This is an optimization exercise on Yosys and OpenROAD, whose aim is small area, a short achievable clock period and few clock cycles, not a production implementation. The RTL was checked by simulation tests, not by an equivalence proof against the original design.

==> inputs of run M <==
## fu_mul_pipe
module fu_mul_pipe #(
  parameter int XLEN  = 32,
  parameter int TAG_W = 4
) (
  input  logic             clk,
  input  logic             rst,
  input  logic             flush,
  input  logic             in_valid,
  output logic             in_ready,
  input  logic [1:0]       op,
  input  logic [XLEN-1:0]  a,
  input  logic [XLEN-1:0]  b,
  input  logic [TAG_W-1:0] tag,
  output logic             out_valid,
  input  logic             out_ready,
  output logic [XLEN-1:0]  res,
  output logic [TAG_W-1:0] out_tag,
  output logic             busy
);
==> flow/config.mk <==
export PLATFORM = sky130hd
export DESIGN_NAME = fu_mul_pipe
export DESIGN_NICKNAME = fu_mul_pipe
export VERILOG_FILES = /design/flow/design.v
export SDC_FILE = /design/flow/constraint.sdc
export NUM_CORES = 4
export LEC_CHECK = 0
export CAP_MARGIN = 20
export CORE_MARGIN = 2
export CORE_UTILIZATION = 60
export CTS_CLUSTER_DIAMETER = 140
export CTS_CLUSTER_SIZE = 24
export SETUP_SLACK_MARGIN = 5.0
export SLEW_MARGIN = 20
export SYNTH_HIERARCHICAL = 1
export SYNTH_MINIMUM_KEEP_SIZE = 0
==> flow/constraint.sdc <==
create_clock -name core_clock -period 9.0 [get_ports {clk}]
set_input_delay 1.8000 -clock core_clock [delete_from_list [all_inputs] [get_ports {clk}]]
set_output_delay 1.8000 -clock core_clock [all_outputs]
set_load 0.01 [all_outputs]
standard.sh (not shown) runs the stock make flow with config.mk's settings and CLKGATE_MAP_FILE= SYNTH_SCRIPT=/design/flow/synth_recipe.tcl, a recipe that flattens the netlist after the stock synthesis.
==> flow/flow/run.sh <==
#!/bin/bash
set -euo pipefail
export BUFFER_PORTS_ARGS="-buffer_cell sky130_fd_sc_hd__buf_1"
bash standard.sh SETUP_SLACK_MARGIN=5.1 finish > make.log 2>&1
==> inputs of run X, as changes to run M <==
==> flow/flow/run.sh (replaced) <==
#!/bin/bash
# The standard layout (standard.sh: ORFS from synthesis to the final layout), with one change:
# the port buffers that global placement inserts are sky130_fd_sc_hd__buf_1 cells rather than
# the default pick, clkdlybuf4s50_1, which is larger and slower. Timing repair still resizes them.
# make's full output is in make.log here; each ORFS step's own log is under orfs/logs/.
set -euo pipefail
export BUFFER_PORTS_ARGS="-buffer_cell sky130_fd_sc_hd__buf_1"
bash standard.sh finish > make.log 2>&1
- CORE_UTILIZATION: 60 -> 70
- CTS_CLUSTER_DIAMETER: 140 -> unset
- CTS_CLUSTER_SIZE: 24 -> unset
==> run summary <==
Result of the run: run X complete, no violations; run M complete, no violations
Number of diodes added for antenna fixing: run X 3; run M 1
Data required time at the worst endpoint: run X 9300 ps; run M 7200 ps
FILL cells: run X 3195; run M 4363
Initial drt markers: run X 4094; run M 3613
Slew Limit Headroom: run X 0.370; run M 0.275
Combined global-route utilization of all metal layers: run X 0.435; run M 0.398
CP Depth: run X 8; run M 4
Instance count after placement with tap cells included: run X 3392; run M 3523
Number of signal-net buffers in the layout: run X 204; run M 208
Non-filler cells in the finished layout: run X 3455; run M 3558
Worst Path Max Fanout: run X 34; run M 2
Worst setup timing slack at the placement stage: run X 4760 ps; run M 4720 ps
Largest net degree at the start of global routing: run X 88; run M 106
Post-layout minimum cycle time: run X 4010 ps; run M 3930 ps
Critical path class: run X flop to flop; run M primary input to primary output
Well Taps: run X 615; run M 748
Hold path start: run X hi_q[0]; run M tag_q[0][1]
Relative area of clock buffers and inverters in the final design: run X 0.0286; run M 0.0120
Share of final-layout standard cells stronger than drive strength 1: run X 0.0716; run M 0.0748
Top achievable clock speed: run X 249 MHz; run M 255 MHz
Hold endpoint: run X hi_q[1]; run M tag_q[1][1]
Fraction of area in multi-input gates: run X 0.676; run M 0.681
Testbench counts of run M, summed over its fixed seeds: cycles 12,241.
Testbench counts of run X, summed over its fixed seeds: cycles 12,241.

* * *

==> inputs of v31 <==
Starting RTL as in the previous note.
clock: 9.0 ns
lec_check: 0
cap_margin: 20
core_margin: 2
core_utilization: 60
setup_slack_margin: 5.0
slew_margin: 20
synth_hierarchical: 1
synth_minimum_keep_size: 0
==> flow/flow/run.sh <==
#!/bin/bash
# The standard layout (standard.sh: ORFS from synthesis to the final layout), with one change:
# the port buffers that global placement inserts are sky130_fd_sc_hd__buf_1 cells rather than
# the default pick, clkdlybuf4s50_1, which is larger and slower. Timing repair still resizes them.
# make's full output is in make.log here; each ORFS step's own log is under orfs/logs/.
set -euo pipefail
export BUFFER_PORTS_ARGS="-buffer_cell sky130_fd_sc_hd__buf_1"
bash standard.sh finish > make.log 2>&1
==> v34 (differences from v31) <==
==> flow/flow/run.sh (replaced) <==
#!/bin/bash
set -euo pipefail
export BUFFER_PORTS_ARGS="-buffer_cell sky130_fd_sc_hd__buf_1"
bash standard.sh SETUP_SLACK_MARGIN=5.1 finish > make.log 2>&1
--- a/flow/config.mk
+++ b/flow/config.mk
@@ -8,6 +8,8 @@
 export CAP_MARGIN = 20
 export CORE_MARGIN = 2
 export CORE_UTILIZATION = 60
+export CTS_CLUSTER_DIAMETER = 140
+export CTS_CLUSTER_SIZE = 20
 export SETUP_SLACK_MARGIN = 5.0
 export SLEW_MARGIN = 20
 export SYNTH_HIERARCHICAL = 1
==> v14 (differences from v31) <==
==> flow/flow/run.sh (replaced) <==
#!/bin/bash
set -euo pipefail
export BUFFER_PORTS_ARGS="-buffer_cell sky130_fd_sc_hd__buf_1"
bash standard.sh SETUP_SLACK_MARGIN=5.2 finish > make.log 2>&1
==> comparison table <==
Status: v31 timing/DRC/antenna clean; v34 timing/DRC/antenna clean; v14 timing/DRC/antenna clean
Global routing usage on met1: v31 0.5291; v34 0.5214; v14 0.5180
Antenna violations before repair: v31 1; v34 3; v14 4
DR WL met3: v31 17990 um; v34 17260 um; v14 18340 um
Post-detailed-placement half-perimeter wirelength: v31 68930 um; v34 68930 um; v14 69470 um
Fraction of area in multi-input gates: v31 0.6698; v34 0.6801; v14 0.6619
Critical Path Start: v31 u_core.d_q[36]; v34 out_ready; v14 out_ready
Critical Path Fanout Max: v31 34; v34 2; v14 3
Clock-pin slew reported for the worst setup and hold paths after clock tree synthesis: v31 60 ps; v34 70 ps; v14 60 ps
Clock tree skew after final layout: v31 26.30 ps; v34 47.44 ps; v14 20.05 ps
Fill cell count: v31 4315; v34 4349; v14 4121
Routed metal-1 wire length: v31 42080 um; v34 42270 um; v14 41770 um
CP Buf/Inv Count: v31 1; v34 2; v14 2
Worst Hold Margin: v31 421.0 ps; v34 422.1 ps; v14 423.3 ps
Crit path to: v31 u_core.t_q[49]; v34 in_ready; v14 in_ready
Non-Clock Buffer Count: v31 204; v34 209; v14 218
Share of cells above drive strength 1: v31 0.07633; v34 0.07501; v14 0.1103
Testbench counts of v31, summed over its fixed seeds: cycles 12,241.
Testbench counts of v34, summed over its fixed seeds: cycles 12,241.
Testbench counts of v14, summed over its fixed seeds: cycles 12,241.

* * *

==> inputs of 12-04 <==
fu_mul_pipe again, from the RTL that the note above started with.
Settings: LEC_CHECK=0, CAP_MARGIN=20, CORE_MARGIN=2, CORE_UTILIZATION=60, CTS_CLUSTER_DIAMETER=120, CTS_CLUSTER_SIZE=30, SETUP_SLACK_MARGIN=5.0, SLEW_MARGIN=20, SYNTH_HIERARCHICAL=1, SYNTH_MINIMUM_KEEP_SIZE=0; clock period 9.0 ns.
==> flow/flow/run.sh <==
#!/bin/bash
set -euo pipefail
export BUFFER_PORTS_ARGS="-buffer_cell sky130_fd_sc_hd__buf_1"
bash standard.sh SETUP_SLACK_MARGIN=5.1 finish > make.log 2>&1
==> inputs of 12-19, as changes to 12-04 <==
==> flow/run.sh (new file) <==
#!/bin/bash
# synth_recipe.tcl (not shown) runs the flow's synth.tcl, then flattens the netlist and writes it again
# the make line also repeats each setting of config.mk as NAME=value (left out here)
make -C /OpenROAD-flow-scripts/flow DESIGN_CONFIG=/design/flow/config.mk WORK_HOME=/design/flow/orfs CLKGATE_MAP_FILE= SYNTH_SCRIPT=/design/flow/synth_recipe.tcl finish
--- a/flow/config.mk
+++ b/flow/config.mk
@@ -9,6 +9,5 @@
 export CORE_MARGIN = 2
 export CORE_UTILIZATION = 60
-export CTS_CLUSTER_DIAMETER = 120
-export CTS_CLUSTER_SIZE = 30
+export CTS_BUF_LIST = sky130_fd_sc_hd__clkbuf_4 sky130_fd_sc_hd__clkbuf_8
 export SETUP_SLACK_MARGIN = 5.0
 export SLEW_MARGIN = 20
removed: flow/flow/run.sh
removed: flow/standard.sh
==> results.cfg <==
[timing]
fin_ws_ps = 4999
fin_worst_skew_ps = 43.16

[outcome]
outcome = timing/DRC/antenna clean

[final_layout]
nClkBuffers = 69

[critical_path]
cpPeakStageDelay_ps = 600

[global_routing]
grt.total_usage_pct = 38.62
[end of results for 12-19]
==> results.cfg <==
[timing]
fin_ws_ps = 5075
fin_worst_skew_ps = 31.14

[critical_path]
cpPeakStageDelay_ps = 120

[global_routing]
grt.total_usage_pct = 39.86

[final_layout]
nClkBuffers = 18

[outcome]
outcome = timing/DRC/antenna clean
[end of results for 12-04]
Testbench counts of 12-04, summed over its fixed seeds: cycles 12,241.
Testbench counts of 12-19, summed over its fixed seeds: cycles 12,241.

* * *

==> build 45: inputs <==
Starting RTL as in the previous note.
Settings: LEC_CHECK=0, CAP_MARGIN=20, CORE_MARGIN=2, CORE_UTILIZATION=70, CTS_CLUSTER_DIAMETER=140, CTS_CLUSTER_SIZE=24, SETUP_SLACK_MARGIN=5.0, SLEW_MARGIN=20, SYNTH_HIERARCHICAL=1, SYNTH_MINIMUM_KEEP_SIZE=0; clock period 9.0 ns.
==> flow/flow/run.sh <==
#!/bin/bash
set -euo pipefail
export BUFFER_PORTS_ARGS="-buffer_cell sky130_fd_sc_hd__buf_1"
bash standard.sh SETUP_SLACK_MARGIN=5.1 finish > make.log 2>&1
==> trial 2 (differences from build 45) <==
CORE_UTILIZATION = 60   (was 70)
CTS_CLUSTER_DIAMETER = unset   (was 140)
CTS_CLUSTER_SIZE = unset   (was 24)
==> trial 39 (differences from build 45) <==
==> flow/run.sh (new file) <==
#!/bin/bash
# synth_recipe.tcl (not shown) runs the flow's synth.tcl, then flattens the netlist and writes it again
# the make line also repeats each setting of config.mk as NAME=value (left out here)
make -C /OpenROAD-flow-scripts/flow DESIGN_CONFIG=/design/flow/config.mk WORK_HOME=/design/flow/orfs CLKGATE_MAP_FILE= SYNTH_SCRIPT=/design/flow/synth_recipe.tcl finish
CORE_UTILIZATION = 60   (was 70)
CTS_CLUSTER_DIAMETER = unset   (was 140)
CTS_CLUSTER_SIZE = unset   (was 24)
removed: flow/flow/run.sh
removed: flow/standard.sh
==> results_tabular.tex <==
\begin{tabular}{lr}
\hline
Metric & Value \\
\hline
\multicolumn{2}{l}{\textbf{Status}} \\
\quad Status & timing/DRC/antenna clean \\
\multicolumn{2}{l}{\textbf{Timing}} \\
\quad Final setup margin & roughly 5.0 ns \\
\multicolumn{2}{l}{\textbf{Placement}} \\
\quad Total half-perimeter wirelength after legalization and detailed placement & approximately 67,000 um \\
\multicolumn{2}{l}{\textbf{Route}} \\
\quad Drt via density & between 7 and 8 \\
\hline
\end{tabular}
# the run above: trial 39

==> results_tabular.tex <==
\begin{tabular}{lr}
\hline
Metric & Value \\
\hline
\multicolumn{2}{l}{\textbf{Placement}} \\
\quad Total half-perimeter wirelength after legalization and detailed placement & 68,900 um \\
\multicolumn{2}{l}{\textbf{Status}} \\
\quad Status & timing/DRC/antenna clean \\
\multicolumn{2}{l}{\textbf{Clock tree}} \\
\quad Later-pin clock latency in the skew report & approximately 0.56 ns \\
\multicolumn{2}{l}{\textbf{Die}} \\
\quad Die outline height & 241 um \\
\multicolumn{2}{l}{\textbf{Route}} \\
\quad Drt via density & $\sim$7 \\
\multicolumn{2}{l}{\textbf{Timing}} \\
\quad Final setup margin & between 5 and 6 ns \\
\hline
\end{tabular}
# the run above: trial 2

==> results_tabular.tex <==
\begin{tabular}{lr}
\hline
Metric & Value \\
\hline
\multicolumn{2}{l}{\textbf{Status}} \\
\quad Status & timing/DRC/antenna clean \\
\multicolumn{2}{l}{\textbf{Timing}} \\
\quad Final setup margin & between 5 and 6 ns \\
\multicolumn{2}{l}{\textbf{Route}} \\
\quad Vias after detailed routing & 25,809 \\
\multicolumn{2}{l}{\textbf{Worst setup path}} \\
\quad Kind of critical path & primary input to output pin \\
\quad CP Capture Point & in\_ready \\
\multicolumn{2}{l}{\textbf{Die}} \\
\quad Die outline height & about 220 um \\
\multicolumn{2}{l}{\textbf{Yosys}} \\
\quad Synthesized area per cell & about 11 sq um \\
\multicolumn{2}{l}{\textbf{Layout}} \\
\quad Post-layout instance count excluding filler cells & 3,425 \\
\multicolumn{2}{l}{\textbf{Placement}} \\
\quad Total half-perimeter wirelength after legalization and detailed placement & roughly 67,000 um \\
\hline
\end{tabular}
# the run above: build 45

Testbench counts of build 45, summed over its fixed seeds: cycles 12,241.
Testbench counts of trial 2, summed over its fixed seeds: cycles 12,241.
Testbench counts of trial 39, summed over its fixed seeds: cycles 12,241.

-- static timing again, ports no longer ideal --
In the flow no input, the clock included, has a driving cell. The finished layouts below were timed again as built, in two steps.
Step 1: set_driving_cell puts a clkbuf_16 on clk and a buf_2 on each other input, an assumption about the parent block.
Step 2 moves the port delays by t, midway between the first and last clock arrival at a register: inputs arrive t later, outputs are due t later. That takes back most of the time a late clock gives input paths.
a / b / c = ideal / step 1 / step 2; a / b = the first two.
run | shift t [ns] | slack for setup (ns) | worst setup path after step 2 | slew at the worst register clock pin (ns)
run M | 0.603 | 5.075 / 5.044 / 5.016 | input to register | 0.11 / 0.11
run X | 0.681 | 4.990 / 4.990 / 4.990 | register to register | 0.07 / 0.07
v31 | 0.615 | 5.007 / 5.007 / 5.007 | register to register | 0.07 / 0.07
v34 | 0.610 | 5.075 / 5.044 / 4.983 | input to register | 0.10 / 0.10
v14 | 0.618 | 5.071 / 5.032 / 5.032 | input to output | 0.07 / 0.07
12-04 | 0.611 | 5.075 / 5.044 / 5.029 | input to register | 0.12 / 0.12
12-19 | 0.728 | 4.999 / 4.999 / 4.999 | register to register | 0.07 / 0.07
build 45 | 0.601 | 5.076 / 5.037 / 5.037 | input to output | 0.11 / 0.11
trial 2 | 0.618 | 5.075 / 5.044 / 4.981 | input to register | 0.07 / 0.07
trial 39 | 0.627 | 5.003 / 5.003 / 5.003 | register to register | 0.07 / 0.07
After both steps every run listed still meets setup and hold. The setup slack of trial 2, which loses most, moves by -0.031 ns with the drivers and by -0.094 ns with both steps.
